Background: an optimization exercise with open tools, aiming at small area, a short achievable clock period and few clock cycles per item. Do not read the settings as production practice.
Where RTL was checked, it was by simulation tests only, not by an equivalence proof against the original.
Power figures rest on the tool's default switching activity, not on a simulated workload.

Design milestone_mac_array, start of the top module:
module milestone_mac_array (
    input  logic         Clock_50,
    input  logic         Resetn,
    input  logic         start,
    input  logic         clear,
    input  logic [31:0]  init_value,
    input  logic         in_valid,
    output logic         in_ready,
    input  logic [47:0]  sample,
    input  logic [47:0]  coef,
    input  logic         subtract,
    output logic         out_valid,
    input  logic         out_ready,
    output logic [95:0]  acc_raw,
    output logic [23:0]  result,
    output logic         busy
);
Size: roughly 320 flip-flops, about 33000 um2 of cells after synthesis.
clock: 8.0 ns
lec_check: 0
cap_margin: 20
core_margin: 2
core_utilization: 40
setup_slack_margin: 5.0
slew_margin: 20
run.sh (not shown) runs the stock make flow with config.mk's settings and CLKGATE_MAP_FILE= SYNTH_SCRIPT=/design/flow/synth_recipe.tcl, a recipe that flattens the netlist after the stock synthesis.
The starting point produced a clean layout.
Testbench counts at the start, summed over its fixed seeds: cycles 24,000, items 2,400.
==> next run, changes <==
--- a/flow/config.mk
+++ b/flow/config.mk
@@ -11 +11 @@
-export SETUP_SLACK_MARGIN = 5.0
+export SETUP_SLACK_MARGIN = 4.5
Effect: The new run completed with no timing, DRC or antenna violations. Power came out lower by a few percent. Wire length is lower by a few percent. Via count shrinks by a few percent. Critical path depth came out higher by 5. Combinational power decreases by a few percent. Utilization fell by 3.1 points.

========
rev 12:
Another version of the RTL of milestone_mac_array (not shown whole).
Size in the first run: ~3300 cells after synthesis, roughly 220 flip-flops, roughly 260 I/O pins, ~30000 um^2 of cells after synthesis.
clock: 8.0 ns
lec_check: 0
cap_margin: 20
core_margin: 2
core_utilization: 40
slew_margin: 20
#### Input delta (rev 13 over rev 12)
# rev 12
export LEC_CHECK = 0
export CAP_MARGIN = 20
export CORE_MARGIN = 2
export CORE_UTILIZATION = 40
export SLEW_MARGIN = 20
create_clock -name core_clock -period 8.0 [get_ports {Clock_50}]
# rev 13
export LEC_CHECK = 0
export CAP_MARGIN = 20
export CORE_MARGIN = 2
export CORE_UTILIZATION = 40
export SETUP_SLACK_MARGIN = 2.5
export SLEW_MARGIN = 20
create_clock -name core_clock -period 8.0 [get_ports {Clock_50}]
Findings:
- Between rev 12 and rev 13, global-route usage decreased.
- Summary of rev 13 over rev 12: worst-case hold slack stayed essentially flat; worst setup slack rose by 580 ps.
- Rev 13 finished every stage and its layout cleared the timing, DRC and antenna checks.
Function was not checked in any run of this note: the RTL went through the layout flow alone.

========
Setup of xenon:
milestone_mac_array, a different RTL version from the one above (not shown whole).
Size: about 3900 cells after synthesis, roughly 370 flip-flops, ~260 I/O pins, roughly 0.034 mm² of cells after synthesis.
==> flow/config.mk <==
export PLATFORM = sky130hd
export DESIGN_NAME = milestone_mac_array
export DESIGN_NICKNAME = milestone_mac_array
export VERILOG_FILES = /design/flow/design.v
export SDC_FILE = /design/flow/constraint.sdc
export NUM_CORES = 4
export LEC_CHECK = 0
export ABC_AREA = 1
export CAP_MARGIN = 20
export CORE_MARGIN = 2
export CORE_UTILIZATION = 40
export SETUP_SLACK_MARGIN = 4.8
export SLEW_MARGIN = 20
export BUFFER_PORTS_ARGS = -buffer_cell sky130_fd_sc_hd__buf_4
==> flow/constraint.sdc <==
create_clock -name core_clock -period 8.0 [get_ports {Clock_50}]
set_input_delay 1.6000 -clock core_clock [delete_from_list [all_inputs] [get_ports {Clock_50}]]
set_output_delay 1.6000 -clock core_clock [all_outputs]
set_load 0.01 [all_outputs]
standard.sh (not shown) runs the stock make flow with config.mk's settings and CLKGATE_MAP_FILE= SYNTH_SCRIPT=/design/flow/synth_recipe.tcl, a recipe that flattens the netlist after the stock synthesis.
==> flow/flow/run.sh <==
#!/bin/bash
# Standard layout, with the port buffers made from buf_4 cells instead of the
# default choice (a slow delay buffer) so that input and output paths are short.
set -euo pipefail
echo "export BUFFER_PORTS_ARGS = -buffer_cell sky130_fd_sc_hd__buf_4" >> "$FLOW_CONFIG"
bash standard.sh > standard.log 2>&1
xenon | status: complete | timing, DRC, antenna: pass
Testbench counts of xenon, summed over its fixed seeds: cycles 24,000, items 2,400.
Inputs modified between xenon and quartz:
# xenon
export LEC_CHECK = 0
export ABC_AREA = 1
export CAP_MARGIN = 20
export CORE_MARGIN = 2
export CORE_UTILIZATION = 40
export SETUP_SLACK_MARGIN = 4.8
export SLEW_MARGIN = 20
export BUFFER_PORTS_ARGS = -buffer_cell sky130_fd_sc_hd__buf_4
create_clock -name core_clock -period 8.0 [get_ports {Clock_50}]
# quartz
export LEC_CHECK = 0
export CAP_MARGIN = 20
export CORE_MARGIN = 2
export CORE_UTILIZATION = 40
export SETUP_SLACK_MARGIN = 4.8
export SLEW_MARGIN = 20
export BUFFER_PORTS_ARGS = -buffer_cell sky130_fd_sc_hd__buf_4
create_clock -name core_clock -period 8.0 [get_ports {Clock_50}]
Results
Total power per unit cell area (lower): xenon
Per the comparison of quartz with xenon, area after synthesis increased by about 3% relative to the old numbers, total wire length decreased 18%, final area went down about 11%, area of the core +3.3%.
Relative to xenon, number of cells in the design after placement decreased by about 1.7% in quartz.
xenon → quartz: total chip power has decreased, worst-case setup margin in the final layout moved up.
[quartz vs xenon] upper clock frequency limit: higher in quartz

==> what the ideal ports hide <==
How much do the figures lean on ideal ports? The routed layouts below were timed once more, with nothing changed but the port constraints. Step 1 (the two cells are an assumption about what drives the block):
set clk [get_ports {Clock_50}]
set_driving_cell -lib_cell sky130_fd_sc_hd__clkbuf_16 $clk
set_driving_cell -lib_cell sky130_fd_sc_hd__buf_2 [delete_from_list [all_inputs] $clk]
Step 2 moves the port delays by t, midway between the first and last clock arrival at a register: inputs arrive t later, outputs are due t later. That takes back most of the time a late clock gives input paths. Slacks: no drivers / after step 1 / after step 2; pairs: no drivers / after step 1.
run	shift t [ns]	setup WS [ns]	hold slack, ns
the first run of note 1	0.648	4.445 / 4.372 / 4.501	0.529 / 0.529 / 0.529
the second run of note 1	0.639	4.486 / 4.437 / 4.486	0.545 / 0.545 / 0.545
rev 12	0.665	1.991 / 1.991 / 1.991	0.528 / 0.528 / 0.528
rev 13	0.675	2.568 / 2.568 / 2.568	0.529 / 0.529 / 0.529
xenon	0.667	4.514 / 4.514 / 4.333	0.470 / 0.470 / 0.470
quartz	0.664	4.805 / 4.805 / 4.357	0.470 / 0.470 / 0.470
After both steps every run listed still meets setup and hold. The setup slack of quartz, which loses most, moves by 0.000 ns with the drivers and by -0.448 ns with both steps.
